Background: an optimization exercise with open tools, aiming at small area. Do not read the settings as production practice. In this exercise RTL edits were held to simulation tests only and were not proved equivalent to the original. No activity file was given, so power comes from the tool's default toggle rates.

===== flow/config.mk =====
export PLATFORM = sky130hd
export DESIGN_NAME = riscvTop
export DESIGN_NICKNAME = riscvTop
export VERILOG_FILES = /design/flow/design.v
export SDC_FILE = /design/flow/constraint.sdc
export NUM_CORES = 4
export LEC_CHECK = 0
export ABC_AREA = 1
export CAP_MARGIN = 0
export CORE_MARGIN = 2
export CORE_UTILIZATION = 40
export CTS_BUF_LIST = sky130_fd_sc_hd__clkbuf_8
export CTS_CLUSTER_SIZE = 30
export SLEW_MARGIN = 0

===== flow/constraint.sdc =====
create_clock -name core_clock -period 6.0 [get_ports {clk}]
set_input_delay 1.2000 -clock core_clock [delete_from_list [all_inputs] [get_ports {clk}]]
set_output_delay 1.2000 -clock core_clock [all_outputs]
set_load 0.01 [all_outputs]

===== flow/design.v =====
`timescale 1ns/100ps
`default_nettype none
module riscvTop (
    input  logic        clk,
    input  logic        rst,
    input  logic [31:0] mem_rdata,
    input  logic        mem_ready,
    output logic [14:0] mem_addr,
    output logic [31:0] mem_wdata,
    output logic        mem_we,
    output logic        mem_strobe
);
    localparam logic [3:0] S_FETCH  = 4'b1000;   
    localparam logic [3:0] S_FETCH2 = 4'b1001;   
    localparam logic [3:0] S_RS1    = 4'b1010;   
    localparam logic [3:0] S_RS2    = 4'b1011;   
    localparam logic [3:0] S_RDATA  = 4'b1100;   
    localparam logic [3:0] S_WRA    = 4'b1110;   
    localparam logic [3:0] S_WRR    = 4'b1111;   
    localparam logic [3:0] S_ADDR   = 4'b0000;   
    localparam logic [3:0] S_SHR    = 4'b0001;   
    localparam logic [3:0] S_Z0     = 4'b0010;   
    localparam logic [3:0] S_P32    = 4'b0011;   
    localparam logic [3:0] S_SL     = 4'b0100;   
    localparam logic [3:0] S_PCINC  = 4'b0101;   
    localparam logic [1:0] T_OP    = 2'd0;
    localparam logic [1:0] T_LOAD  = 2'd1;
    localparam logic [1:0] T_STORE = 2'd2;
    logic [3:0]  state;
    logic [14:0] pc;
    logic [31:0] w;
    logic [16:0] im;
    logic [2:0]  f3;
    logic [1:0]  typ;
    logic [4:0]  cnt;
    logic        c;
    logic isOp;
    logic isLoad;
    logic isStore;
    assign isOp = !typ[0] && !typ[1];
    assign isLoad = typ[0];
    assign isStore = typ[1];
    logic        is32;
    logic [4:0]  major;
    logic        dLui;
    logic        dOp;
    logic        dLoad;
    logic        dStore;
    assign is32 = mem_rdata[1:0] == 2'b11;
    assign major = mem_rdata[6:2];
    assign dLui = is32 && major == 5'b01101;
    assign dOp = is32 && major == 5'b00100;
    assign dLoad = is32 && major == 5'b00000;
    assign dStore = is32 && major == 5'b01000;
    logic inFetch;
    logic inFetch2;
    logic inRs1;
    logic inRs2;
    logic inRdata;
    logic inWrite;
    logic inAddr;
    logic inShr;
    logic inZ0;
    logic inP32;
    logic inSl;
    logic inPcInc;
    assign inFetch = state == S_FETCH;
    assign inFetch2 = state == S_FETCH2;
    assign inRs1 = state == S_RS1;
    assign inRs2 = state == S_RS2;
    assign inRdata = state[3] && state[2] && !state[1];
    assign inWrite = state[3] && state[2] && state[1];
    assign inAddr = state == S_ADDR;
    assign inShr = state == S_SHR;
    assign inZ0 = state == S_Z0;
    assign inP32 = state == S_P32;
    assign inSl = !state[3] && state[2] && !state[0];
    assign inPcInc = !state[3] && state[2] && state[0];
    logic x;
    logic y;
    logic last;
    logic cmp;
    logic flip;
    logic ax;
    logic ay;
    logic sum;
    logic cout;
    assign x = w[0];
    assign y = im[0];
    assign last = &cnt;
    assign cmp = inP32 && isOp && f3[2:1] == 2'b01;
    assign flip = cmp && !f3[0] && last;
    assign ax = x ^ flip;
    assign ay = y ^ cmp ^ flip;
    assign sum = ax ^ ay ^ c;
    assign cout = (ax & ay) | (ax & c) | (ay & c);
    logic aluBit;
    always_comb begin
        if (!f3[2]) aluBit = !f3[1] & sum;
        else if (!f3[1]) aluBit = x ^ y;
        else if (!f3[0]) aluBit = x | y;
        else aluBit = x & y;
    end
    logic fill;
    assign fill = (isOp ? im[10] : !f3[2]) & w[31];
    logic keep;
    assign keep = f3[1] || (!cnt[4] && (f3[0] || !cnt[3]));
    logic [1:0] lane;
    logic [4:0] target;
    logic       hit;
    logic       hitZ;
    assign lane = f3[1] ? 2'b00 : {im[1], im[0] & !f3[0]};
    assign target = isOp ? im[4:0] : {lane, 3'b000};
    assign hit = (cnt ^ {5{inSl}}) == target;
    assign hitZ = cnt == {isStore & (lane[1] ^ lane[0]), isStore & lane[0], 3'b000};
    logic nb;
    always_comb begin
        if (inShr) nb = isOp ? fill : x;
        else if (inZ0) nb = isStore & x;
        else if (inP32) nb = isLoad ? (keep ? x : fill) : aluBit;
        else nb = x;
    end
    logic shW;
    logic setLt;
    logic [3:0] ldW;
    assign shW = inAddr || (inShr && !hit) || (inZ0 && !hitZ) || inP32 || inSl;
    assign setLt = cmp && last;
    always_comb begin
        ldW = 4'b0000;
        if (mem_ready) begin
            if ((inFetch && dLui) || inRs1 || inRdata) ldW = 4'b1111;
            if (inRs2) ldW = {f3[1], f3[1], f3[1] | f3[0], 1'b1};
        end
    end
    logic [31:0] ldData;
    logic [31:0] shData;
    logic [31:0] ldMask;
    logic        holdW;
    assign ldData = {mem_rdata[31:12], mem_rdata[11:0] & {12{!inFetch}}};
    assign shData = {nb, w[31:2], setLt ? !cout : w[1]};
    assign ldMask = {{8{ldW[3]}}, {8{ldW[2]}}, {8{ldW[1]}}, {8{ldW[0]}}};
    assign holdW = !shW;
    assign mem_strobe = state[3];
    assign mem_we = inWrite;
    always_comb begin
        if (!state[2] && !state[1]) mem_addr = pc;
        else if (state[2] && !state[0]) mem_addr = im[16:2];
        else mem_addr = {11'd0, cnt[3:0]};
    end
    assign mem_wdata = w;
    always_ff @(posedge clk) begin
        w <= (ldMask & ldData) | ({32{shW}} & shData) | (~ldMask & {32{holdW}} & w);
    end
    logic        ldIm;
    logic        shIm;
    logic [16:0] imLoad;
    logic [16:0] imShift;
    assign ldIm = inFetch && mem_ready;
    assign shIm = inAddr || inP32;
    assign imLoad = dStore ? {{5{mem_rdata[31]}}, mem_rdata[31:25], mem_rdata[11:7]}
                           : {{5{mem_rdata[31]}}, mem_rdata[31:20]};
    assign imShift = {inAddr ? sum : im[16], im[16:1]};
    always_ff @(posedge clk) begin
        im <= ({17{ldIm}} & imLoad) | ({17{shIm}} & imShift) | ({17{!ldIm && !shIm}} & im);
    end
    always_ff @(posedge clk) begin
        if (ldIm) begin
            f3 <= mem_rdata[14:12];
            typ <= {dStore, dLoad};
        end
    end
    always_ff @(posedge clk) begin
        if (state[3]) begin
            if (mem_ready) c <= inRs1 ? (isOp && f3[2:1] == 2'b01) : 1'b1;
        end else if (inAddr || inP32) begin
            c <= cout;
        end else if (inZ0) begin
            if (hitZ) c <= 1'b1;
        end else if (inPcInc) begin
            c <= pc[0] & c;
        end
    end
    logic       cntInc;
    logic       cntLd;
    logic [3:0] cntLdVal;
    assign cntInc = shW || inPcInc;
    assign cntLd = mem_strobe && mem_ready;
    always_comb begin
        if (inFetch) cntLdVal = mem_rdata[18:15] & {4{dOp || dLoad || dStore}};
        else if (inFetch2) cntLdVal = isStore ? mem_rdata[23:20] : mem_rdata[10:7];
        else cntLdVal = 4'd0;
    end
    always_ff @(posedge clk) begin
        if (cntLd) cnt <= {1'b0, cntLdVal};
        else if (inShr && hit && isLoad) cnt <= 5'd0;
        else if (cntInc) cnt <= cnt + 5'd1;
    end
    always_ff @(posedge clk) begin
        if (rst) begin
            state <= S_FETCH;
            pc <= 15'h400;
        end else begin
            case (state)
                S_FETCH: begin
                    if (mem_ready) begin
                        if (dLui) begin
                            state <= S_FETCH2;
                        end else if (dOp || dLoad || dStore) begin
                            state <= S_RS1;
                        end else begin
                            state <= S_PCINC;
                        end
                    end
                end
                S_RS1: begin
                    if (mem_ready) begin
                        if (!isOp) begin
                            state <= S_ADDR;
                        end else if (f3 == 3'd5) begin
                            state <= S_SHR;
                        end else if (f3 == 3'd1) begin
                            state <= S_SL;
                        end else begin
                            state <= S_P32;
                        end
                    end
                end
                S_ADDR: begin
                                        if (cnt[4]) state <= S_RDATA;
                end
                S_RDATA: begin
                    if (mem_ready) state <= S_SHR;
                end
                S_SHR: begin
                    if (hit) state <= isLoad ? S_P32 : S_FETCH2;
                end
                S_FETCH2: begin
                    if (mem_ready) begin
                        state <= isStore ? S_RS2 : S_WRR;
                    end
                end
                S_RS2: begin
                    if (mem_ready) state <= S_Z0;
                end
                S_Z0: begin
                    if (hitZ) begin
                                                state <= isStore ? S_WRA : S_SL;
                    end
                end
                S_SL: begin
                    if (hit) state <= c ? S_FETCH2 : S_Z0;
                end
                S_P32: begin
                                        if (last) state <= S_FETCH2;
                end
                S_WRA, S_WRR: begin
                    if (mem_ready) state <= S_PCINC;
                end
                S_PCINC: begin
                    pc <= {pc[0] ^ c, pc[14:1]};
                                        if (cnt[3:1] == 3'b111) state <= S_FETCH;
                end
                default: state <= S_FETCH;
            endcase
        end
    end
endmodule
`default_nettype wire

===== flow/flow/run.sh =====
#!/bin/bash
# The standard layout (standard.sh), with two changes:
# - synthesis maps the logic with an area-oriented ABC script (flow/abc_area.script,
#   used through ABC_AREA=1 in config.mk); registers are mapped exactly as before;
# - every input and output port gets the smallest buffer, sky130_fd_sc_hd__buf_1.
set -euo pipefail
rm -rf myscripts
cp -r "$FLOW_HOME/scripts" myscripts
cp flow/abc_area.script myscripts/abc_area.script
export SCRIPTS_DIR="$PWD/myscripts"
export BUFFER_PORTS_ARGS="-buffer_cell sky130_fd_sc_hd__buf_1"
export CTS_ARGS="-sink_clustering_enable -repair_clock_nets -buf_list {sky130_fd_sc_hd__clkbuf_4 sky130_fd_sc_hd__clkbuf_8} -root_buf sky130_fd_sc_hd__clkbuf_8 -dont_use_dummy_load"
bash standard.sh > standard_flow.log 2>&1

===== flow/flow/abc_area.script =====
strash
&get -n
&st
&deepsyn -T 10
&put
dch -f
amap -F 10
topo

===== flow/standard.sh =====
#!/bin/bash
# synth_recipe.tcl (not shown) runs the flow's synth.tcl, then flattens the netlist and writes it again
# the make line also repeats each setting of config.mk as NAME=value (left out here)
make -C /OpenROAD-flow-scripts/flow DESIGN_CONFIG=/design/flow/config.mk WORK_HOME=/design/flow/orfs CLKGATE_MAP_FILE= SYNTH_SCRIPT=/design/flow/synth_recipe.tcl "${@:-finish}"

==> results.yml, run 1 <==
run_status:
  outcome: "finished clean"
cells_and_area:
  syn_to_final_growth_pct: 16.0
  final_cells: 652
  most-common-layout-cells: "clkinv_1, buf_1, dfxtp_1"
  layout_commonest_cell: "clkinv_1"
  num-fill-cells: 911
  final_nets: 585
  drive_above_1_share_pct: 2.40
  diodes: 0
pwr:
  p_leak_uw: 0.00147
  swShare_pct: 46.7
  comb_power_share_pct: 51.5
  p_switching_uw: 1200
  max-vdd-ir-drop_uv: 238
  cell_internal_pwr_uw: 1370
  power_frac_seq_pct: 36.8
  powerDensity_mw_per_mm2: 594
  pwr-share-clk_pct: 11.7
cts:
  postCtsSetupBuffers: 0
  numCtsBuffers: 9
  clockRootBuffer: "clkbuf_8"
  clock_latency_ns: 0.35
  h-tree-depth: 3
  clkTransAtPathRegs_ns: 0.08
  clockBufferDepth: 2
  cts_tree: "built"
  cts_sinks: 79
  holdBufCountCts: 0
  cts_resized: 0
detailed_routing:
  wl_per_cell_um: 17.5
  drcViolationCount: 0
  routed-via-count: 3825
  detail_route.iter0.violations: 464
  drt_first_pass_iters: 8
  wl_um: 11400
  avgViaCountPerCell: 5.87
  ant_nets: 0
place:
  finalWeightedCongestion: 0.981
  dp.cells: 643
  dp_hpwl_um: 8800
  numPortBuffers: 83
floorplan:
  fp.dieW_um: 101
  dieArea_mm2: 0.0101
  placementRows: 35
  core-area_mm2: 0.00915
  ioPinCount: 84
  die_h_um: 101
  initial_core_util_pct: 40.8
synth:
  syn_area_mm2: 0.00373
  syn_inst: 446
  synth_edf_count: 10
  synth_flop_cell: "dfxtp_1"
  async_reset_ff_share_pct: 0
  synth_fp_nets: 488
  ys_seq_area_share_pct: 45.0
  yosysUniqueCellTypes: 33
  ys.warnings.count: 1
  synth-seq-cells: 79
  synth_area_per_cell_um2: 8.37
timing:
  worst_pin_slew_ns: 0.937
  fin_crit_sh_pct: 83.4
  finalCriticalPeriod_ns: 5.00
  setup_viol: 0
  finalHoldViolCount: 0
  timing.fmax_mhz: 200
  setup_tns_ns: 0
  slew_headroom_pct: 37.3
  fin_worst_skew_ns: 0.0186
  report.final.slew_viol_count: 0
  rsz0062_at_grt: "false"
  hold_ws_ns: 0.466
global_route:
  grt_max_degree: 22
  antenna_found_initial: 0
  grt_pass1_vias: 3502
  grt.total_usage_pct: 22.7
  grt_pass1_wl_um: 17900
  gr-total-overflow: 0
flow_run:
  maxCapViolCount: 0
setup_path:
  cp-start-kind: "flip-flop"
  path_max_fanout: 14
  endpoint_kind: "flip-flop"
  crit_required_ns: 6.21
  reg2reg_from: "state[2]"
  reg2reg_to: "w[11]"
  path_class: "reg -> reg"
  ff2ff_path_depth: 17
  arrival_ns: 5.21
  regToRegSetupSlack_ns: 1.0
min_path:
  min_to: "im[7]"
  min_path_type: "reg -> reg"
  whs_path_depth: 2
  worstHoldStart: "im[8]"
-- worst max-delay path by stage --
| stage | startpoint | end | slack, ns | cells after the start |
|---|---|---|---|---|
| after floorplan | state[2] | w[10] | 1.27 | 16 |
| after global placement | state[1] | w[22] | 1.19 | 14 |
| after detailed placement | state[2] | w[11] | 1.05 | 17 |
| after CTS | state[2] | w[15] | 1.01 | 17 |
| after global routing | state[2] | w[21] | 0.40 | 14 |
| final | state[2] | w[11] | 1.0 | 17 |
-- state kept, by name, summed over array words and instances, names as in the netlist --
| signal | cells |
|---|---|
| pc | 15 |
| f3 | 3 |
| cnt | 5 |
| typ | 2 |
| state | 4 |
| im | 17 |
| c | 1 |
| w | 32 |
-- critical path: stages (launching register included) --
cell and delay [ns]:
dfxtp_1 0.38, nor2_1 0.69, clkinv_1 0.54, nor3_1 0.44, nor2_1 0.12, nand3_1 0.19
clkinv_1 0.11, nor2_1 0.14, nand2_1 0.14, clkinv_1 0.28, a21oi_1 0.17, a31oi_1 0.20
buf_4 0.23, clkinv_1 0.17, o21ai_0 0.27, nor2_1 0.25, a222oi_1 0.42, clkinv_1 0.10
-- logic make-up after synthesis --
kind of cell | count (synthesis) | synth area share (%)
simple gates | 98 | 11.2
buf+inv | 105 | 10.7
fa+ha+maj | 7 | 2.55
compound gates | 157 | 30.6
flops | 79 | 45.0
-- layer usage --
layer / track usage, % / wire length (um) / up-vias
li1: - / - / 1861
met1: 32.6 / 5410 / 1764
met2: 33.7 / 4990 / 179
met3: 4.92 / 823 / 21
met4: 7.80 / 180 / 0
met5: 0 / 0 / -
-- metrics by stage --
stage	setup slack [ns]	cell area (um2)	utilization (%)	power, uW
after floorplan	1.27	3730	-	1840
after global placement	1.19	4210	46.0	2260
after detailed placement	1.05	4210	46.0	2260
after CTS	1.01	4330	47.3	2570
after global routing	0.399	4330	47.3	2790
final	0.995	4330	47.3	2570
-- Yosys cell counts (2+ instances only) --
cell type  count  area [um2]
o22a_1         2        17.5
ha_1           6        75.1
nand2_1       25        93.8
o221ai_1       8        70.1
dfxtp_1       69        1380
clkinv_1     104         390
a21oi_1       17        85.1
nor2_1        44         165
o22ai_1       36         225
nor2b_1        3        18.8
a31oi_1        8        50.1
a22oi_1        5        37.5
a221o_1        4        40.0
nand3_1        9        45.0
edfxtp_1      10         300
o21ai_0       27         135
a222oi_1      38         380
o311ai_0       2        17.5
o2111ai_1      2        17.5
nor3_1        11        55.1
or3_1          2        12.5
nor4_1         2        12.5
o211ai_1       2        15.0
-- power groups by stage --
stage / clock network (uW) / registers [uW] / logic [uW]
2_1_floorplan: 0 / 952 / 883
3_3_place_gp: 0 / 952 / 1310
3_5_place_dp: 0 / 954 / 1310
4_1_cts: 309 / 943 / 1320
5_1_grt: 328 / 975 / 1490
6_report: 300 / 947 / 1330
-- final cells by class --
| cell class | instances | area (um2) | area share (%) |
|---|---|---|---|
| flip-flops and latches | 79 | 1680 | 38.8 |
| multi-input cells | 262 | 1660 | 38.2 |
| inverters | 104 | 390 | 9.01 |
| repair buffers | 87 | 342 | 7.89 |
| well taps | 111 | 139 | 3.21 |
| clock buffers | 9 | 124 | 2.86 |
==> run 2, diff against run 1 <==
--- a/flow/flow/run.sh
+++ b/flow/flow/run.sh
@@ -9,5 +9,5 @@
 cp flow/abc_area.script myscripts/abc_area.script
 export SCRIPTS_DIR="$PWD/myscripts"
 export BUFFER_PORTS_ARGS="-buffer_cell sky130_fd_sc_hd__buf_1"
-export CTS_ARGS="-sink_clustering_enable -repair_clock_nets -buf_list {sky130_fd_sc_hd__clkbuf_4 sky130_fd_sc_hd__clkbuf_8} -root_buf sky130_fd_sc_hd__clkbuf_8 -dont_use_dummy_load"
+export CTS_ARGS="-sink_clustering_enable -repair_clock_nets -buf_list sky130_fd_sc_hd__clkbuf_4 -root_buf sky130_fd_sc_hd__clkbuf_8 -sink_buffer_max_cap_derate 0.5 -dont_use_dummy_load"
 bash standard.sh > standard_flow.log 2>&1
==> run 2 against run 1 <==
Net effect:
- worst setup slack did not move
- cell area did not move
- still clean on timing, DRC and antenna
- sequential power barely moved
- largest power group unchanged
- sequential cell count did not move
- critical path type unchanged
==> results.yml, run 2 <==
synth:
  synth_fp_nets: 488
  ys_seq_area_share_pct: 45.0
  syn_area_mm2: 0.00373
  synth_area_per_cell_um2: 8.37
  synth-seq-cells: 79
  synthTopCellsByArea: "dfxtp_1, clkinv_1, a222oi_1, edfxtp_1, o22ai_1"
  synth_xor_area_share_pct: 0
  synth_edf_count: 10
  synth_flop_cell: "dfxtp_1"
  synth_mux_area_share_pct: 0
  synth.top_cell.area_share_pct: 37.0
  syn_inst: 446
  synthSimpleGateAreaFrac_pct: 11.2
  synthAdderAreaFrac_pct: 2.55
  synth_top_area_cell: "dfxtp_1"
  synth_top_family_by_area: "compound AO/OA/AOI/OAI gates"
  netlist_top_cells_count: "clkinv_1, dfxtp_1, nor2_1"
  async_reset_ff_share_pct: 0
  ys.warnings.count: 1
  yosysUniqueCellTypes: 33
  synth.most_common_cell: "clkinv_1"
  synth-compound-area-share_pct: 30.6
flow_run:
  maxCapViolCount: 0
setup_path:
  path_class: "reg -> reg"
  cpLargestDelayFamily: "simple AND/OR/NAND/NOR gates"
  path_cells: "nor2_1 -> clkinv_1 -> nor3_1 -> nor2_1 -> nand3_1 -> clkinv_1 -> nor2_1 -> nand2_1 -> clkinv_1 -> a21oi_1 -> a31oi_1 -> buf_4 -> clkinv_1 -> o21ai_0 -> nor2_1 -> a222oi_1 -> clkinv_1"
  cp-start-kind: "flip-flop"
  cpMostUsedCell: "clkinv_1"
  critPathSlowestCell: "nor2_1"
  arrival_ns: 5.21
  endpoint_kind: "flip-flop"
  crit_required_ns: 6.21
  regToRegSetupSlack_ns: 1.0
  reg2reg_to: "w[11]"
  critical_path_buf_inv_count: 6
  reg2reg_from: "state[2]"
  path_max_fanout: 14
  slowest_delay_ns: 0.69
  ff2ff_path_depth: 17
cts:
  clockBufferDepth: 2
  h-tree-depth: 3
  numCtsBuffers: 9
  clkTransAtPathRegs_ns: 0.08
  clockRootBuffer: "clkbuf_8"
  cts_tree: "built"
  cts_sinks: 79
  clock_latency_ns: 0.35
  holdBufCountCts: 0
  postCtsSetupBuffers: 0
  cts_resized: 0
pwr:
  p_total_uw: 2570
  swShare_pct: 46.7
  p_leak_uw: 0.00147
  pwr-share-clk_pct: 11.7
  p_switching_uw: 1200
  cell_internal_pwr_uw: 1370
  powerDensity_mw_per_mm2: 594
  max-vdd-ir-drop_uv: 238
  comb_power_share_pct: 51.5
  power_frac_seq_pct: 36.8
min_path:
  worstHoldStart: "im[8]"
  min_path_type: "reg -> reg"
  min_to: "im[7]"
  whs_path_depth: 2
detailed_routing:
  routed-via-count: 3825
  wl_per_cell_um: 17.5
  avgViaCountPerCell: 5.87
  ant_nets: 0
  wl_um: 11400
  drt_first_pass_iters: 8
  detail_route.iter0.violations: 464
  drcViolationCount: 0
timing:
  slew_headroom_pct: 37.3
  fin_worst_skew_ns: 0.0186
  worst_pin_slew_ns: 0.937
  report.final.slew_viol_count: 0
  rsz0062_at_grt: "false"
  timing.fmax_mhz: 200
  setup_viol: 0
  setup_tns_ns: 0
  finalHoldViolCount: 0
  fin_crit_sh_pct: 83.4
  finalCriticalPeriod_ns: 5.00
run_status:
  outcome: "finished clean"
floorplan:
  ioPinCount: 84
  fp.dieW_um: 101
  initial_core_util_pct: 40.8
  placementRows: 35
  core-area_mm2: 0.00915
  dieArea_mm2: 0.0101
  die_h_um: 101
global_route:
  grt_max_degree: 22
  grt_pass1_wl_um: 17900
  grt_pass1_vias: 3502
  antenna_found_initial: 0
  grt.total_usage_pct: 22.7
  gr-total-overflow: 0
cells_and_area:
  drive_above_1_share_pct: 2.40
  diodes: 0
  largest_reg_flops: 32
  most-common-layout-cells: "clkinv_1, buf_1, dfxtp_1"
  layout_commonest_cell: "clkinv_1"
  top_register: "w"
  final_nets: 585
  utilization_pct: 47.3
  fin_area_mm2: 0.00433
  syn_to_final_growth_pct: 16.0
  reg_top3: "w: 32 flops, im: 17 flops, pc: 15 flops"
place:
  dp_hpwl_um: 8800
  finalWeightedCongestion: 0.981
  placed_area_mm2: 0.00421
  numPortBuffers: 83
[run 2: layout make-up]
type	instances	area (um2)
Sequential cell	79	1680
Inverter	104	390
Fill cell	911	4820
Multi-Input combinational cell	262	1660
Tap cell	111	139
Clock buffer	9	124
Timing Repair Buffer	87	342
[run 2: power by group through the flow]
stage / clock, uW / combinational [uW] / sequential, uW
final: 300 / 1330 / 947
after global routing: 328 / 1490 / 975
after CTS: 309 / 1320 / 943
after detailed placement: 0 / 1310 / 954
after global placement: 0 / 1310 / 952
after floorplan: 0 / 883 / 952
[run 2: worst max-delay path by stage]
stage / startpoint / to / slack (ns) / cells past startpoint
after floorplan: state[2] / w[10] / 1.27 / 16
after global placement: state[1] / w[22] / 1.19 / 14
after detailed placement: state[2] / w[11] / 1.05 / 17
after CTS: state[2] / w[15] / 1.01 / 17
after global routing: state[2] / w[21] / 0.40 / 14
final: state[2] / w[11] / 1.0 / 17
[run 2: stage by stage]
| step | cells | worst slack [ns] | hold WS, ns |
|---|---|---|---|
| global route | 652 | 0.399 | 0.503 |
| global placement | 643 | 1.19 | 0.467 |
| finish | 652 | 0.995 | 0.466 |
| floorplan | 446 | 1.27 | 0.434 |
| detailed placement | 643 | 1.05 | 0.462 |
| CTS | 652 | 1.01 | 0.465 |
[run 2: worst min-delay path, delay by kind of cell (launching register included)]
kind                   cells  cell delay [ns]
DFF                        1             0.32
buffers and inverters      1             0.06
AOI/OAI and AO/OA          1             0.05
[run 2: routing by layer]
layer / global-route usage, % / up-vias / share of wire (%)
li1: - / 1861 / -
met1: 32.6 / 1764 / 47
met2: 33.7 / 179 / 44
met3: 4.92 / 21 / 7.2
met4: 7.80 / 0 / 1.6
met5: 0 / - / 0
[run 2: cells by family (layout without fill, tap and decap cells)]
kind of cell	count (synthesis)	after routing
AOI/OAI and AO/OA	157	157
adders and majority gates	7	7
buffers and inverters	105	200
DFF	79	79
and+or+nand+nor	98	98
==> run 3, diff against run 2 <==
--- a/flow/config.mk
+++ b/flow/config.mk
@@ -8,7 +8,8 @@
 export ABC_AREA = 1
 export CAP_MARGIN = 0
 export CORE_MARGIN = 2
-export CORE_UTILIZATION = 40
+export CORE_UTILIZATION = 65
 export CTS_BUF_LIST = sky130_fd_sc_hd__clkbuf_8
 export CTS_CLUSTER_SIZE = 30
+export PLACE_DENSITY = 0.8
 export SLEW_MARGIN = 0
==> run 3 against run 2 <==
Net effect:
- still clean
- register-to-register slack better by 0.29 ns
- first-iteration DRC count is 35% higher
- clock power rose by 2%
- cell area fell by 0.95%
- largest cell class unchanged
==> results.yml, run 3 <==
cells_and_area:
  most-common-layout-cells: "clkinv_1, buf_1, dfxtp_1"
  largest_reg_flops: 32
  final_nets: 586
  diodes: 0
  reg_top3: "w: 32 flops, im: 17 flops, pc: 15 flops"
  top_register: "w"
  syn_to_final_growth_pct: 14.9
  num-fill-cells: 401
  layout_commonest_cell: "clkinv_1"
  drive_above_1_share_pct: 2.58
pwr:
  swShare_pct: 47.4
  powerDensity_mw_per_mm2: 610
  max-vdd-ir-drop_uv: 414
  cell_internal_pwr_uw: 1380
  p_total_uw: 2620
  comb_power_share_pct: 51.9
  power_frac_seq_pct: 36.4
  pwr-share-clk_pct: 11.7
  p_leak_uw: 0.00148
  p_switching_uw: 1240
setup_path:
  path_max_fanout: 14
  crit_required_ns: 6.23
  endpoint_kind: "flip-flop"
  critPathSlowestCell: "a222oi_1"
  reg2reg_from: "state[2]"
  path_class: "reg -> reg"
  cpLargestDelayFamily: "buffers and inverters"
  path_cells: "nor2_1 -> buf_4 -> clkinv_1 -> nor3_1 -> nor2_1 -> nand3_1 -> clkinv_1 -> nor2_1 -> nand2_1 -> clkinv_1 -> a21oi_1 -> a31oi_1 -> buf_4 -> clkinv_1 -> o21ai_0 -> nor2_1 -> a222oi_1 -> clkinv_1"
  critical_path_buf_inv_count: 7
  arrival_ns: 4.95
  slowest_delay_ns: 0.43
  cpMostUsedCell: "clkinv_1"
  cp-start-kind: "flip-flop"
  crit_start: "state[2]"
detailed_routing:
  wl_per_cell_um: 18.7
  wl_um: 11500
  drcViolationCount: 0
  drt_first_pass_iters: 7
  routed-via-count: 4141
  avgViaCountPerCell: 6.74
  ant_nets: 0
  detail_route.iter0.violations: 626
floorplan:
  ioPinCount: 84
  dieArea_mm2: 0.00637
  placementRows: 27
  core-area_mm2: 0.00554
  die_h_um: 79.8
  initial_core_util_pct: 67.4
  fp.dieW_um: 79.8
cts:
  clockBufferDepth: 2
  holdBufCountCts: 0
  clkTransAtPathRegs_ns: 0.08
  h-tree-depth: 3
  postCtsSetupBuffers: 0
  cts_resized: 0
  numCtsBuffers: 9
  clockRootBuffer: "clkbuf_8"
  cts_sinks: 79
  clock_latency_ns: 0.37
  cts_tree: "built"
synth:
  syn_inst: 446
  synthTopCellsByArea: "dfxtp_1, clkinv_1, a222oi_1, edfxtp_1, o22ai_1"
  synthAdderAreaFrac_pct: 2.55
  synth-seq-cells: 79
  ys.warnings.count: 1
  synth_top_family_by_area: "compound AO/OA/AOI/OAI gates"
  synth.most_common_cell: "clkinv_1"
  ys_seq_area_share_pct: 45.0
  synth_xor_area_share_pct: 0
  syn_area_mm2: 0.00373
  synth_fp_nets: 488
  synth_area_per_cell_um2: 8.37
  synth.top_cell.area_share_pct: 37.0
  synth_flop_cell: "dfxtp_1"
  synthSimpleGateAreaFrac_pct: 11.2
  synth_top_area_cell: "dfxtp_1"
  async_reset_ff_share_pct: 0
  synth-compound-area-share_pct: 30.6
  synth_edf_count: 10
  yosysUniqueCellTypes: 33
  synth_mux_area_share_pct: 0
  netlist_top_cells_count: "clkinv_1, dfxtp_1, nor2_1"
timing:
  setup_tns_ns: 0
  setup_viol: 0
  fin_worst_skew_ns: 0.0318
  rsz0062_at_grt: "false"
  worst_pin_slew_ns: 1.01
  slew_headroom_pct: 32.2
  finalHoldViolCount: 0
  report.final.slew_viol_count: 0
  timing.fmax_mhz: 212
  finalCriticalPeriod_ns: 4.72
  fin_crit_sh_pct: 78.6
global_route:
  grt_pass1_vias: 3752
  grt.total_usage_pct: 37.0
  antenna_found_initial: 0
  grt_pass1_wl_um: 18000
  grt_max_degree: 22
  gr-total-overflow: 0
place:
  dp_hpwl_um: 8540
  finalWeightedCongestion: 0.999
  numPortBuffers: 83
run_status:
  outcome: "finished clean"
flow_run:
  maxCapViolCount: 0
min_path:
  worstHoldStart: "im[7]"
  min_path_type: "reg -> reg"
[run 3: changes by cell type in the layout (fill, tap and decap cells not counted), sizes merged]
cell  before  now
buf       87   88
[run 3: layer usage]
metal  routed length (um)  track usage, %
met1                 4410            46.5
met2                 5160            58.6
met3                 1420            9.84
met4                  500            18.6
met5                    0               0
[run 3: logic make-up (layout without fill, tap and decap cells)]
| logic type | after synthesis | count (layout) |
|---|---|---|
| AND/OR/NAND/NOR | 98 | 98 |
| buffers and inverters | 105 | 201 |
| adder cells (fa/ha/maj) | 7 | 7 |
| flip-flops | 79 | 79 |
| AO/OA/AOI/OAI | 157 | 157 |
[run 3: through the flow]
stage | util (%) | instance area [um2] | hold WS, ns | std cells | setup WS [ns]
2_1_floorplan | - | 3730 | 0.434 | 446 | 1.27
3_3_place_gp | 75.2 | 4170 | 0.461 | 605 | 1.72
3_5_place_dp | 75.2 | 4170 | 0.459 | 605 | 1.51
4_1_cts | 77.4 | 4290 | 0.471 | 614 | 1.49
5_1_grt | 77.4 | 4290 | 0.494 | 614 | 0.921
6_report | 77.4 | 4290 | 0.474 | 614 | 1.28
[run 3: path summary, 6_finish.rpt]
check           to  slack [ns]  cells past startpoint
min reg2reg  im[6]        0.47                      2
max reg2reg  w[12]        1.28                     18
max          w[12]        1.28                     18
min          im[6]        0.47                      2
[run 3: area by class of cell]
class | instances | area, um2 | area share (%)
Sequential cell | 79 | 1680 | 39.2
Clock buffer | 9 | 124 | 2.89
Timing Repair Buffer | 88 | 349 | 8.14
Multi-Input combinational cell | 262 | 1660 | 38.6
Tap cell | 72 | 90.1 | 2.10
Inverter | 104 | 390 | 9.10
[run 3: power by group through the flow]
stage                     logic [uW]  registers [uW]  clock network, uW
final                           1360             953                307
after global routing            1490             975                322
after CTS                       1320             944                305
after detailed placement        1310             953                  0
after global placement          1270             942                  0
after floorplan                  883             952                  0
[run 3: worst register-to-register path, cell delays in order, from the launching register on]
cell	delay, ns
dfxtp_1	0.40
nor2_1	0.13
buf_4	0.21
clkinv_1	0.33
nor3_1	0.42
nor2_1	0.12
nand3_1	0.20
clkinv_1	0.12
nor2_1	0.16
nand2_1	0.16
clkinv_1	0.31
a21oi_1	0.19
a31oi_1	0.24
buf_4	0.26
clkinv_1	0.19
o21ai_0	0.32
nor2_1	0.29
a222oi_1	0.43
clkinv_1	0.13
==> run 4, diff against run 3 <==
--- a/flow/flow/run.sh
+++ b/flow/flow/run.sh
@@ -9,5 +9,5 @@
 cp flow/abc_area.script myscripts/abc_area.script
 export SCRIPTS_DIR="$PWD/myscripts"
 export BUFFER_PORTS_ARGS="-buffer_cell sky130_fd_sc_hd__buf_1"
-export CTS_ARGS="-sink_clustering_enable -repair_clock_nets -buf_list sky130_fd_sc_hd__clkbuf_4 -root_buf sky130_fd_sc_hd__clkbuf_8 -sink_buffer_max_cap_derate 0.5 -dont_use_dummy_load"
+export CTS_ARGS="-sink_clustering_enable -repair_clock_nets -buf_list sky130_fd_sc_hd__clkbuf_8 -sink_clustering_size 30 -dont_use_dummy_load"
 bash standard.sh > standard_flow.log 2>&1
--- a/flow/config.mk
+++ b/flow/config.mk
@@ -8,8 +8,7 @@
 export ABC_AREA = 1
 export CAP_MARGIN = 0
 export CORE_MARGIN = 2
-export CORE_UTILIZATION = 65
+export CORE_UTILIZATION = 40
 export CTS_BUF_LIST = sky130_fd_sc_hd__clkbuf_8
 export CTS_CLUSTER_SIZE = 30
-export PLACE_DENSITY = 0.8
 export SLEW_MARGIN = 0
==> run 4 against run 3 <==
Net effect:
- clock-buffer cell count stayed put
- largest cell class unchanged
- synthesized cell count stayed put
- critical endpoint is now w[11]
- final cell count is 6.2% higher
- utilization is 30 points lower
- via count is 7.6% lower
- hold slack worse by 0.0079 ns
==> results.yml, run 4 <==
cts:
  clock_latency_ns: 0.35
  clockRootBuffer: "clkbuf_8"
  cts_sinks: 79
  cts_tree: "built"
  cts_resized: 0
  clockBufferDepth: 2
  clkTransAtPathRegs_ns: 0.08
  postCtsSetupBuffers: 0
  holdBufCountCts: 0
  h-tree-depth: 3
  numCtsBuffers: 9
cells_and_area:
  reg_top3: "w: 32 flops, im: 17 flops, pc: 15 flops"
  largest_reg_flops: 32
  multiInputGateArea_mm2: 0.00166
  most-common-layout-cells: "clkinv_1, buf_1, dfxtp_1"
  num-fill-cells: 911
  diodes: 0
  final_nets: 585
  seq_area_mm2: 0.00168
  syn_to_final_growth_pct: 16.0
  drive_above_1_share_pct: 2.40
  top_register: "w"
  layout_commonest_cell: "clkinv_1"
detailed_routing:
  routed-via-count: 3825
  detail_route.iter0.violations: 464
  wl_um: 11400
  wl_per_cell_um: 17.5
  drcViolationCount: 0
  avgViaCountPerCell: 5.87
  drt_first_pass_iters: 8
  ant_nets: 0
pwr:
  pwr-share-clk_pct: 11.7
  p_leak_uw: 0.00147
  power_frac_seq_pct: 36.8
  p_total_uw: 2570
  cell_internal_pwr_uw: 1370
  comb_power_share_pct: 51.5
  swShare_pct: 46.7
  max-vdd-ir-drop_uv: 238
  powerDensity_mw_per_mm2: 594
  p_switching_uw: 1200
setup_path:
  path_max_fanout: 14
  critPathSlowestCell: "nor2_1"
  path_class: "reg -> reg"
  path_cells: "nor2_1 -> clkinv_1 -> nor3_1 -> nor2_1 -> nand3_1 -> clkinv_1 -> nor2_1 -> nand2_1 -> clkinv_1 -> a21oi_1 -> a31oi_1 -> buf_4 -> clkinv_1 -> o21ai_0 -> nor2_1 -> a222oi_1 -> clkinv_1"
  cp-start-kind: "flip-flop"
  endpoint_kind: "flip-flop"
  slowest_delay_ns: 0.69
  cpLargestDelayFamily: "simple AND/OR/NAND/NOR gates"
  cpMostUsedCell: "clkinv_1"
  crit_required_ns: 6.21
  arrival_ns: 5.21
  critical_path_buf_inv_count: 6
timing:
  timing.fmax_mhz: 200
  report.final.slew_viol_count: 0
  finalCriticalPeriod_ns: 5.00
  worst_pin_slew_ns: 0.937
  finalHoldViolCount: 0
  slew_headroom_pct: 37.3
  fin_crit_sh_pct: 83.4
  fin_worst_skew_ns: 0.0186
  rsz0062_at_grt: "false"
  hold_ws_ns: 0.466
  setup_viol: 0
  setup_tns_ns: 0
synth:
  synth_fp_nets: 488
  yosysUniqueCellTypes: 33
  synth.most_common_cell: "clkinv_1"
  synth_edf_count: 10
  synthTopCellsByArea: "dfxtp_1, clkinv_1, a222oi_1, edfxtp_1, o22ai_1"
  synth.top_cell.area_share_pct: 37.0
  async_reset_ff_share_pct: 0
  synth_top_area_cell: "dfxtp_1"
  syn_area_mm2: 0.00373
  synth_flop_cell: "dfxtp_1"
  synth_area_per_cell_um2: 8.37
  netlist_top_cells_count: "clkinv_1, dfxtp_1, nor2_1"
  ys.warnings.count: 1
  ys_seq_area_share_pct: 45.0
  synth-seq-cells: 79
  syn_inst: 446
place:
  dp_hpwl_um: 8800
  finalWeightedCongestion: 0.981
  numPortBuffers: 83
floorplan:
  initial_core_util_pct: 40.8
  fp.dieW_um: 101
  placementRows: 35
  ioPinCount: 84
  dieArea_mm2: 0.0101
  core-area_mm2: 0.00915
  die_h_um: 101
run_status:
  outcome: "finished clean"
global_route:
  grt_pass1_vias: 3502
  grt_pass1_wl_um: 17900
  gr-total-overflow: 0
  antenna_found_initial: 0
  grt_max_degree: 22
  grt.total_usage_pct: 22.7
min_path:
  min_path_type: "reg -> reg"
flow_run:
  maxCapViolCount: 0
==> run 4: cell counts after synthesis <==
Identical to the previous run, type by type.
==> run 4: per-stage QoR <==
stage	setup slack [ns]	cells	area (um2)	util, %
final	0.995	652	4330	47.3
after global routing	0.399	652	4330	47.3
after CTS	1.01	652	4330	47.3
after detailed placement	1.05	643	4210	46.0
after global placement	1.19	643	4210	46.0
after floorplan	1.27	446	3730	-
==> run 4: area by class of cell <==
cell class,instances,area share [%]
sequential,79,38.8
multi-input combinational,262,38.2
inverter,104,9.01
timing repair buffer,87,7.89
tap,111,3.21
clock buffer,9,2.86
==> run 4: power groups by stage <==
stage,registers (uW),logic (uW),clock network [uW]
after CTS,943,1320,309
after global placement,952,1310,0
after floorplan,952,883,0
final,947,1330,300
after detailed placement,954,1310,0
after global routing,975,1490,328
==> run 4: kinds of logic (layout without fill, tap and decap cells) <==
group / count (synthesis) / in the layout / share of synthesized area [%]
DFF: 79 / 79 / 45.0
and+or+nand+nor: 98 / 98 / 11.2
buffers and inverters: 105 / 200 / 10.7
AOI/OAI and AO/OA: 157 / 157 / 30.6
adders and majority gates: 7 / 7 / 2.55
==> run 4: worst register-to-register path, cell delays in order (launching register included) <==
cell and delay, ns:
dfxtp_1 0.38, nor2_1 0.69, clkinv_1 0.54, nor3_1 0.44
nor2_1 0.12, nand3_1 0.19, clkinv_1 0.11, nor2_1 0.14
nand2_1 0.14, clkinv_1 0.28, a21oi_1 0.17, a31oi_1 0.20
buf_4 0.23, clkinv_1 0.17, o21ai_0 0.27, nor2_1 0.25
a222oi_1 0.42, clkinv_1 0.10
==> run 4: final timing paths <==
kind	slack [ns]	cells past startpoint	startpoint	endpoint
worst max-delay path	1.0	17	state[2]	w[11]
worst min register to register	0.47	2	im[8]	im[7]
worst max register to register	1.0	17	state[2]	w[11]
worst min-delay path	0.47	2	im[8]	im[7]
==> run 4: layer usage <==
| layer | up-vias | wire, um | GRT usage, % |
|---|---|---|---|
| met5 | - | 0 | 0 |
| met4 | 0 | 180 | 7.80 |
| met3 | 21 | 823 | 4.92 |
| met2 | 179 | 4990 | 33.7 |
| met1 | 1764 | 5410 | 32.6 |
| li1 | 1861 | - | - |
==> run 5, diff against run 4 <==
--- a/flow/design.v
+++ b/flow/design.v
@@ -27,9 +27,13 @@
     localparam logic [1:0] T_LOAD  = 2'd1;
     localparam logic [1:0] T_STORE = 2'd2;
     logic [3:0]  state;
+    logic [14:0] pcn;    
     logic [14:0] pc;
+    assign pc = ~pcn;
     logic [31:0] w;
+    logic [16:0] imn;    
     logic [16:0] im;
+    assign im = ~imn;
     logic [2:0]  f3;
     logic [1:0]  typ;
     logic [4:0]  cnt;
@@ -110,9 +114,13 @@
     logic       hit;
     logic       hitZ;
     assign lane = f3[1] ? 2'b00 : {im[1], im[0] & !f3[0]};
-    assign target = isOp ? im[4:0] : {lane, 3'b000};
+    always_comb begin
+        if (inZ0) target = {isStore & (lane[1] ^ lane[0]), isStore & lane[0], 3'b000};
+        else if (isOp) target = im[4:0];
+        else target = {lane, 3'b000};
+    end
     assign hit = (cnt ^ {5{inSl}}) == target;
-    assign hitZ = cnt == {isStore & (lane[1] ^ lane[0]), isStore & lane[0], 3'b000};
+    assign hitZ = hit;
     logic nb;
     always_comb begin
         if (inShr) nb = isOp ? fill : x;
@@ -161,7 +169,7 @@
                            : {{5{mem_rdata[31]}}, mem_rdata[31:20]};
     assign imShift = {inAddr ? sum : im[16], im[16:1]};
     always_ff @(posedge clk) begin
-        im <= ({17{ldIm}} & imLoad) | ({17{shIm}} & imShift) | ({17{!ldIm && !shIm}} & im);
+        imn <= ~(({17{ldIm}} & imLoad) | ({17{shIm}} & imShift) | ({17{!ldIm && !shIm}} & im));
     end
     always_ff @(posedge clk) begin
         if (ldIm) begin
@@ -198,7 +206,7 @@
     always_ff @(posedge clk) begin
         if (rst) begin
             state <= S_FETCH;
-            pc <= 15'h400;
+            pcn <= ~15'h400;
         end else begin
             case (state)
                 S_FETCH: begin
@@ -257,7 +265,7 @@
                     if (mem_ready) state <= S_PCINC;
                 end
                 S_PCINC: begin
-                    pc <= {pc[0] ^ c, pc[14:1]};
+                    pcn <= {!(pc[0] ^ c), pcn[14:1]};
                                         if (cnt[3:1] == 3'b111) state <= S_FETCH;
                 end
                 default: state <= S_FETCH;
==> run 5 against run 4 <==
Net effect:
- still clean
- sequential power barely moved
- total power shrank 8.8%
- synthesized cell count fell by 8.5%
- first-iteration DRC count increased by 15%
- register-to-register slack improved by 0.99 ns
- clock-buffer cell count stayed put
- critical path type unchanged
- largest cell class unchanged
- highest routed layer unchanged
==> results.yml, run 5 <==
cts:
  h-tree-depth: 3
  clockRootBuffer: "clkbuf_8"
  cts_sinks: 79
  numCtsBuffers: 9
  clock_latency_ns: 0.34
  cts_resized: 0
  postCtsSetupBuffers: 0
  holdBufCountCts: 0
  cts_tree: "built"
  clkTransAtPathRegs_ns: 0.08
  clockBufferDepth: 2
min_path:
  worstHoldStart: "imn[7]"
  whs_path_depth: 2
  min_to: "imn[6]"
  min_path_type: "reg -> reg"
timing:
  fin_worst_skew_ns: 0.0280
  fin_crit_sh_pct: 66.9
  setup_viol: 0
  slew_headroom_pct: 25.0
  timing.fmax_mhz: 249
  fin_ws_ns: 1.99
  rsz0062_at_grt: "false"
  finalCriticalPeriod_ns: 4.01
  worst_pin_slew_ns: 1.12
  setup_tns_ns: 0
  report.final.slew_viol_count: 0
  finalHoldViolCount: 0
cells_and_area:
  drive_above_1_share_pct: 2.78
  syn_to_final_growth_pct: 16.4
  final_nets: 546
  largest_reg_flops: 32
  diodes: 0
  top_register: "w"
  final_cells: 611
  reg_top3: "w: 32 flops, imn: 17 flops, pcn: 15 flops"
  layout_commonest_cell: "buf_1"
  most-common-layout-cells: "buf_1, clkinv_1, dfxtp_1"
place:
  numPortBuffers: 83
  dp_slack_ns: 2.01
  dp_hpwl_um: 8460
  dp.cells: 602
  finalWeightedCongestion: 0.962
floorplan:
  die_h_um: 99.4
  dieArea_mm2: 0.00989
  core-area_mm2: 0.00876
  placementRows: 34
  initial_core_util_pct: 41.6
  ioPinCount: 84
  fp.dieW_um: 99.4
setup_path:
  regToRegSetupSlack_ns: 1.99
  slowest_delay_ns: 0.87
  reg2reg_from: "state[2]"
  cp-start-kind: "flip-flop"
  path_cells: "clkinv_1 -> nor2_1 -> clkinv_1 -> nor4_1 -> a31oi_1 -> o21ai_0 -> nor2_2 -> nor2_1 -> a222oi_1 -> clkinv_1"
  path_class: "reg -> reg"
  reg2reg_to: "w[16]"
  endpoint_kind: "flip-flop"
  ff2ff_path_depth: 10
  crit_required_ns: 6.28
  path_max_fanout: 16
  cpMostUsedCell: "clkinv_1"
  arrival_ns: 4.29
  critPathSlowestCell: "nor2_1"
flow_run:
  maxCapViolCount: 0
global_route:
  grt_max_degree: 35
  grt_pass1_wl_um: 17800
  antenna_found_initial: 0
  gr-total-overflow: 0
  grt_pass1_vias: 3413
  grt.total_usage_pct: 22.7
pwr:
  powerDensity_mw_per_mm2: 553
  max-vdd-ir-drop_uv: 223
  p_total_uw: 2350
  p_leak_uw: 0.00147
synth:
  synth_top_area_cell: "dfxtp_1"
  synth-seq-cells: 79
  synth.top_cell.area_share_pct: 37.9
  synth_edf_count: 10
  syn_inst: 408
  synth.most_common_cell: "clkinv_1"
  syn_area_mm2: 0.00364
  synthTopCellsByArea: "dfxtp_1, a222oi_1, clkinv_1, edfxtp_1, nor2_1"
  synth_fp_nets: 449
  ys.warnings.count: 1
  netlist_top_cells_count: "clkinv_1, dfxtp_1, a222oi_1, nor2_1, o22ai_1"
  async_reset_ff_share_pct: 0
  ys_seq_area_share_pct: 46.2
  synth_area_per_cell_um2: 8.93
  yosysUniqueCellTypes: 32
  synth_flop_cell: "dfxtp_1"
detailed_routing:
  wl_um: 11300
  detail_route.iter0.violations: 535
  drcViolationCount: 0
  routed-via-count: 3747
  drt_first_pass_iters: 10
  avgViaCountPerCell: 6.13
  wl_per_cell_um: 18.4
  ant_nets: 0
run_status:
  outcome: "finished clean"
run 5: final cells by class:
type,count,area (um2)
multi-input combinational,247,1650
clock buffer,9,124
sequential,79,1680
timing repair buffer,87,342
fill,877,4520
inverter,81,304
tap,108,135
run 5: per-stage QoR:
stage / area (um2) / hold WS [ns] / utilization, %
global route: 4240 / 0.504 / 48.4
global placement: 4120 / 0.468 / 47.0
finish: 4240 / 0.488 / 48.4
detailed placement: 4120 / 0.470 / 47.0
CTS: 4240 / 0.485 / 48.4
floorplan: 3640 / 0.432 / -
run 5: worst max path at each step:
| stage | endpoint | slack [ns] | from | depth (start not counted) |
|---|---|---|---|---|
| finish | w[16] | 1.99 | state[2] | 10 |
| global route | w[30] | 1.69 | state[2] | 10 |
| CTS | w[31] | 2.07 | state[0] | 16 |
| detailed placement | w[30] | 2.01 | mem_ready | 9 |
| global placement | w[25] | 2.04 | mem_ready | 9 |
| floorplan | w[16] | 2.05 | typ[1] | 12 |
run 5: logic make-up after synthesis:
family | share of synthesized area [%]
compound gates | 32.6
simple gates | 10.5
flops | 46.2
fa+ha+maj | 2.27
buf+inv | 8.55
run 5: worst max-delay path, delay by kind of cell (launching register included):
kind / cells / cell delay (ns)
AOI/OAI and AO/OA: 3 / 0.78
buffers and inverters: 3 / 0.85
DFF: 1 / 0.50
and+or+nand+nor: 4 / 1.81
run 5: power breakdown:
part	switching [uW]	leakage [uW]	internal, uW
registers	197	0.000669	751
logic	701	0.000736	395
clock network	168	0.0000647	134
total	1070	0.00147	1280
run 5: routing by layer:
| layer | vias to the layer above | GRT usage [%] | wire, um |
|---|---|---|---|
| met2 | 182 | 34.5 | 5090 |
| met5 | - | 0 | 0 |
| met4 | 0 | 6.85 | 146 |
| met3 | 9 | 5.13 | 829 |
| met1 | 1761 | 32.3 | 5210 |
| li1 | 1795 | - | - |
==> run 6, diff against run 5 <==
--- a/flow/flow/run.sh
+++ b/flow/flow/run.sh
@@ -1,8 +1,11 @@
 #!/bin/bash
-# The standard layout (standard.sh), with two changes:
+# The standard layout (standard.sh), with three changes:
 # - synthesis maps the logic with an area-oriented ABC script (flow/abc_area.script,
-#   used through ABC_AREA=1 in config.mk); registers are mapped exactly as before;
-# - every input and output port gets the smallest buffer, sky130_fd_sc_hd__buf_1.
+#   used through ABC_AREA=1 in config.mk); the registers are mapped exactly as before;
+# - every input and output port gets the smallest buffer, sky130_fd_sc_hd__buf_1;
+# - clock tree synthesis uses clkbuf_8 and inserts no dummy loads.
+# Each tool's output goes to the ORFS logs under orfs/logs; make's output to
+# standard_flow.log.
 set -euo pipefail
 rm -rf myscripts
 cp -r "$FLOW_HOME/scripts" myscripts
--- a/flow/config.mk
+++ b/flow/config.mk
@@ -11,4 +11,7 @@
 export CORE_UTILIZATION = 40
 export CTS_BUF_LIST = sky130_fd_sc_hd__clkbuf_8
 export CTS_CLUSTER_SIZE = 30
+export GPL_ROUTABILITY_DRIVEN = 0
+export GPL_TIMING_DRIVEN = 0
 export SLEW_MARGIN = 0
+export TNS_END_PERCENT = 0
==> run 6 against run 5 <==
Net effect:
- still clean on timing, DRC and antenna
- non-clock buffer count is 1 lower
- cell area is 0.24% higher
- synthesized area unchanged
- first-iteration DRC count decreased by 19%
- sequential cell count unchanged
- utilization up 0.11 points
- clock power rose by 2%
- global-route usage is 0.54 points lower
- sequential share of layout area decreased by 0.093 points
- total power barely moved
- via count grew 0.43%
- critical path type unchanged
- largest power group unchanged
==> results.yml, run 6 <==
place:
  dp.cells: 601
  dp_hpwl_um: 8160
  dp_slack_ns: 1.53
  numPortBuffers: 83
cts:
  numCtsBuffers: 9
  cts_tree: "built"
  clockRootBuffer: "clkbuf_8"
  holdBufCountCts: 0
  cts_resized: 0
  cts_sinks: 79
  h-tree-depth: 3
  clock_latency_ns: 0.36
  clockBufferDepth: 2
  clkTransAtPathRegs_ns: 0.08
  postCtsSetupBuffers: 0
global_route:
  antenna_found_initial: 0
  gr-total-overflow: 0
  grt_pass1_wl_um: 17500
  grt.total_usage_pct: 22.2
  grt_pass1_vias: 3423
  grt_max_degree: 23
timing:
  setup_viol: 0
  fin_ws_ns: 1.74
  worst_pin_slew_ns: 1.17
  finalCriticalPeriod_ns: 4.26
  setup_tns_ns: 0
  timing.fmax_mhz: 234
  fin_worst_skew_ns: 0.0356
  finalHoldViolCount: 0
  fin_crit_sh_pct: 71.1
  report.final.slew_viol_count: 0
  slew_headroom_pct: 21.6
  rsz0062_at_grt: "false"
cells_and_area:
  layout_commonest_cell: "buf_1"
  reg_top3: "w: 32 flops, imn: 17 flops, pcn: 15 flops"
  diodes: 0
  top_register: "w"
  drive_above_1_share_pct: 2.59
  syn_to_final_growth_pct: 16.7
  final_cells: 610
  largest_reg_flops: 32
  utilization_pct: 48.5
  final_nets: 545
  most-common-layout-cells: "buf_1, clkinv_1, dfxtp_1"
synth:
  synth.top_cell.area_share_pct: 37.9
  syn_inst: 408
  synth-seq-cells: 79
  synth_fp_nets: 449
  netlist_top_cells_count: "clkinv_1, dfxtp_1, a222oi_1, nor2_1, o22ai_1"
  synth_top_area_cell: "dfxtp_1"
  yosysUniqueCellTypes: 32
  ys.warnings.count: 1
  synth_xor_area_share_pct: 0
  synthAdderAreaFrac_pct: 2.27
  synth_mux_area_share_pct: 0
  ys_seq_area_share_pct: 46.2
  synth_flop_cell: "dfxtp_1"
  synth_area_per_cell_um2: 8.93
  synth.most_common_cell: "clkinv_1"
  syn_area_mm2: 0.00364
  synthTopCellsByArea: "dfxtp_1, a222oi_1, clkinv_1, edfxtp_1, nor2_1"
  synth_edf_count: 10
  synth-compound-area-share_pct: 32.6
  async_reset_ff_share_pct: 0
  synthSimpleGateAreaFrac_pct: 10.5
  synth_top_family_by_area: "compound AO/OA/AOI/OAI gates"
pwr:
  powerDensity_mw_per_mm2: 552
  max-vdd-ir-drop_uv: 213
  p_total_uw: 2350
  p_leak_uw: 0.00147
flow_run:
  maxCapViolCount: 0
floorplan:
  die_h_um: 99.4
  ioPinCount: 84
  core-area_mm2: 0.00876
  fp.dieW_um: 99.4
  initial_core_util_pct: 41.6
  dieArea_mm2: 0.00989
  placementRows: 34
setup_path:
  path_class: "reg -> reg"
  path_max_fanout: 16
  regToRegSetupSlack_ns: 1.74
  crit_required_ns: 6.28
  endpoint_kind: "flip-flop"
  cp-start-kind: "flip-flop"
  arrival_ns: 4.55
detailed_routing:
  drt_first_pass_iters: 9
  wl_per_cell_um: 18.0
  routed-via-count: 3763
  wl_um: 11000
  drcViolationCount: 0
  detail_route.iter0.violations: 435
  ant_nets: 0
  avgViaCountPerCell: 6.17
min_path:
  min_path_type: "reg -> reg"
run_status:
  outcome: "finished clean"
run 6: worst max-delay path: stages, from the launching register on:
cell and delay [ns]:
dfxtp_1 0.52, clkinv_1 0.31, nor2_1 0.41, clkinv_1 0.46
nor4_1 0.41, a31oi_1 0.15, o21ai_0 0.49, nor2_2 0.30
nor2_1 0.89, a222oi_1 0.17, clkinv_1 0.08
run 6: through the flow:
stage                     instance area, um2  hold WS (ns)
final                                   4250         0.494
after global routing                    4250         0.517
after CTS                               4250         0.496
after detailed placement                4130         0.476
after global placement                  4090         0.467
after floorplan                         3640         0.432
run 6: metal layers:
| layer | wire [um] | vias up | track usage, % |
|---|---|---|---|
| met4 | 196 | 0 | 7.27 |
| met1 | 5040 | 1793 | 31.4 |
| met3 | 791 | 21 | 4.22 |
| met2 | 4940 | 166 | 34.3 |
| met5 | 0 | - | 0 |
| li1 | - | 1783 | - |
run 6: cell families (layout without fill, tap and decap cells):
logic type | after synthesis | count (layout)
adders and majority gates | 6 | 6
AOI/OAI and AO/OA | 152 | 152
buffers and inverters | 82 | 176
DFF | 79 | 79
and+or+nand+nor | 89 | 89
run 6: where the power goes:
group | switching (uW) | total, uW | internal (uW) | leakage, uW
sequential | 197 | 948 | 751 | 0.000669
clock | 173 | 307 | 134 | 0.0000647
combinational | 689 | 1090 | 402 | 0.000738
run 6: layout make-up:
cell class	instances	area [um2]
plain buffers	1	7.51
clock buffers	9	124
fillers	917	4510
inverters	81	304
multi-input cells	247	1650
flip-flops and latches	79	1680
well taps	108	135
repair buffers	85	344
run 6: path summary, 6_finish.rpt:
| kind | startpoint | to | depth (start not counted) |
|---|---|---|---|
| max | state[2] | w[23] | 10 |
| max reg2reg | state[2] | w[23] | 10 |
| min reg2reg | w[29] | w[29] | 2 |
| min | w[29] | w[29] | 2 |
==> run 7, diff against run 6 <==
--- a/flow/config.mk
+++ b/flow/config.mk
@@ -11,7 +11,4 @@
 export CORE_UTILIZATION = 40
 export CTS_BUF_LIST = sky130_fd_sc_hd__clkbuf_8
 export CTS_CLUSTER_SIZE = 30
-export GPL_ROUTABILITY_DRIVEN = 0
-export GPL_TIMING_DRIVEN = 0
 export SLEW_MARGIN = 0
-export TNS_END_PERCENT = 0
==> run 7 against run 6 <==
Net effect:
- still clean on timing, DRC and antenna
- via count is 0.43% lower
- routed wire length is 2.8% higher
- combinational power about the same
- die area unchanged
- synthesized area did not move
- sequential power barely moved
- sequential cell count unchanged
- non-clock buffer count up 1
- register-to-register slack improved by 0.25 ns
- clock skew shrank 0.0076 ns
- synthesized cell count unchanged
- critical path type unchanged
- largest cell class unchanged
==> results.yml, run 7 <==
cells_and_area:
  largest_reg_flops: 32
  reg_top3: "w: 32 flops, imn: 17 flops, pcn: 15 flops"
  multiInputGateArea_mm2: 0.00165
  seq_area_mm2: 0.00168
  drive_above_1_share_pct: 2.78
  final_nets: 546
  most-common-layout-cells: "buf_1, clkinv_1, dfxtp_1"
  syn_to_final_growth_pct: 16.4
  num-fill-cells: 877
  layout_commonest_cell: "buf_1"
  top_register: "w"
  final_cells: 611
  diodes: 0
timing:
  timing.fmax_mhz: 249
  worst_pin_slew_ns: 1.12
  finalCriticalPeriod_ns: 4.01
  fin_ws_ns: 1.99
  hold_ws_ns: 0.488
  slew_headroom_pct: 25.0
  setup_viol: 0
  setup_tns_ns: 0
  finalHoldViolCount: 0
  fin_crit_sh_pct: 66.9
  rsz0062_at_grt: "false"
  report.final.slew_viol_count: 0
  fin_worst_skew_ns: 0.0280
synth:
  synth.most_common_cell: "clkinv_1"
  synth_flop_cell: "dfxtp_1"
  synth_area_per_cell_um2: 8.93
  syn_inst: 408
  synthTopCellsByArea: "dfxtp_1, a222oi_1, clkinv_1, edfxtp_1, nor2_1"
  synth_fp_nets: 449
  synth-seq-cells: 79
  syn_area_mm2: 0.00364
  synth_top_area_cell: "dfxtp_1"
  ys_seq_area_share_pct: 46.2
  synth.top_cell.area_share_pct: 37.9
  ys.warnings.count: 1
  async_reset_ff_share_pct: 0
  netlist_top_cells_count: "clkinv_1, dfxtp_1, a222oi_1, nor2_1, o22ai_1"
  synth_edf_count: 10
  yosysUniqueCellTypes: 32
global_route:
  grt_pass1_wl_um: 17800
  grt.total_usage_pct: 22.7
  grt_max_degree: 35
  antenna_found_initial: 0
  gr-total-overflow: 0
  grt_pass1_vias: 3413
pwr:
  cell_internal_pwr_uw: 1280
  max-vdd-ir-drop_uv: 223
  swShare_pct: 45.5
  p_switching_uw: 1070
  p_leak_uw: 0.00147
  powerDensity_mw_per_mm2: 553
  power_frac_seq_pct: 40.4
  comb_power_share_pct: 46.7
  pwr-share-clk_pct: 12.9
detailed_routing:
  highest_layer: "met4"
  wl_met1_um: 5210
  drcViolationCount: 0
  drt_first_pass_iters: 10
  ant_nets: 0
  dr_wl_met2_um: 5090
  wl_per_cell_um: 18.4
  routed-via-count: 3747
  wl_um: 11300
  avgViaCountPerCell: 6.13
  wl_met3_um: 829
  detail_route.iter0.violations: 535
min_path:
  min_path_type: "reg -> reg"
  whs_path_depth: 2
floorplan:
  dieArea_mm2: 0.00989
  core-area_mm2: 0.00876
  ioPinCount: 84
  fp.dieW_um: 99.4
  placementRows: 34
  die_h_um: 99.4
  initial_core_util_pct: 41.6
cts:
  clock_latency_ns: 0.34
  holdBufCountCts: 0
  clkTransAtPathRegs_ns: 0.08
  postCtsSetupBuffers: 0
  cts_tree: "built"
  cts_resized: 0
  clockRootBuffer: "clkbuf_8"
  numCtsBuffers: 9
  clockBufferDepth: 2
  cts_sinks: 79
  h-tree-depth: 3
setup_path:
  cp-start-kind: "flip-flop"
  path_max_fanout: 16
  endpoint_kind: "flip-flop"
  ff2ff_path_depth: 10
  path_class: "reg -> reg"
  crit_required_ns: 6.28
  arrival_ns: 4.29
place:
  finalWeightedCongestion: 0.962
  dp.cells: 602
  numPortBuffers: 83
  dp_slack_ns: 2.01
  dp_hpwl_um: 8460
run_status:
  outcome: "finished clean"
flow_run:
  maxCapViolCount: 0
[run 7: per-layer routing]
layer	up-vias	global-route usage [%]
met5	-	0
met4	0	6.85
met3	9	5.13
met2	182	34.5
met1	1761	32.3
li1	1795	-
[run 7: worst paths after layout]
kind,from,to,slack (ns)
worst min register to register,imn[7],imn[6],0.49
worst min-delay path,imn[7],imn[6],0.49
worst max-delay path,state[2],w[16],1.99
worst max register to register,state[2],w[16],1.99
[run 7: final cells by class]
class	count	share of cell area, %
Clock buffer	9	2.92
Inverter	81	7.17
Multi-Input combinational cell	247	39.0
Sequential cell	79	39.7
Tap cell	108	3.19
Timing Repair Buffer	87	8.06
[run 7: kinds of logic (layout without fill, tap and decap cells)]
kind of cell / after synthesis / count (layout) / share of synthesized area [%]
flip-flops: 79 / 79 / 46.2
AO/OA/AOI/OAI: 152 / 152 / 32.6
adder cells (fa/ha/maj): 6 / 6 / 2.27
AND/OR/NAND/NOR: 89 / 89 / 10.5
buffers and inverters: 82 / 177 / 8.55
[run 7: stage by stage]
step / power, uW / util, % / area [um2]
finish: 2350 / 48.4 / 4240
global route: 2530 / 48.4 / 4240
CTS: 2340 / 48.4 / 4240
detailed placement: 2030 / 47.0 / 4120
global placement: 2030 / 47.0 / 4120
floorplan: 1660 / - / 3640
[run 7: worst max-delay path, cell delays in order (launching register included)]
cell      delay, ns
dfxtp_1        0.50
clkinv_1       0.31
nor2_1         0.39
clkinv_1       0.46
nor4_1         0.45
a31oi_1        0.17
o21ai_0        0.42
nor2_2         0.10
nor2_1         0.87
a222oi_1       0.19
clkinv_1       0.08
[run 7: power by group through the flow]
stage	combinational (uW)	clock [uW]	sequential, uW
after floorplan	718	0	938
after global placement	1080	0	953
after detailed placement	1080	0	952
after CTS	1090	314	943
after global routing	1220	332	974
final	1100	302	948

[afterwards: timing with drivers on the ports]
The results above use ideal ports. As a check the final layouts listed here were re-extracted and re-timed, cells and wires unchanged. Step 1, drivers: a clkbuf_16 drives clk and a buf_2 each remaining input, both assumed. Step 2 moves the port delays by t, midway between the first and last clock arrival at a register: inputs arrive t later, outputs are due t later. That takes back most of the time a late clock gives input paths. Three values: ideal ports, drivers, drivers and shift; two values: the first two.
run	t (ns)	setup slack, ns	pins driven straight from the clock port
run 1	0.376	0.995 / 0.995 / 0.995	1
run 2	0.376	0.995 / 0.995 / 0.995	1
run 3	0.388	1.282 / 1.282 / 1.282	1
run 4	0.376	0.995 / 0.995 / 0.995	1
run 5	0.366	1.988 / 1.988 / 1.988	1
run 6	0.369	1.735 / 1.735 / 1.549	1
run 7	0.366	1.988 / 1.988 / 1.988	1
After both steps setup and hold are still met in every run listed. The setup slack of run 6, which loses most, moves by 0.000 ns with the drivers and by -0.186 ns with both steps.
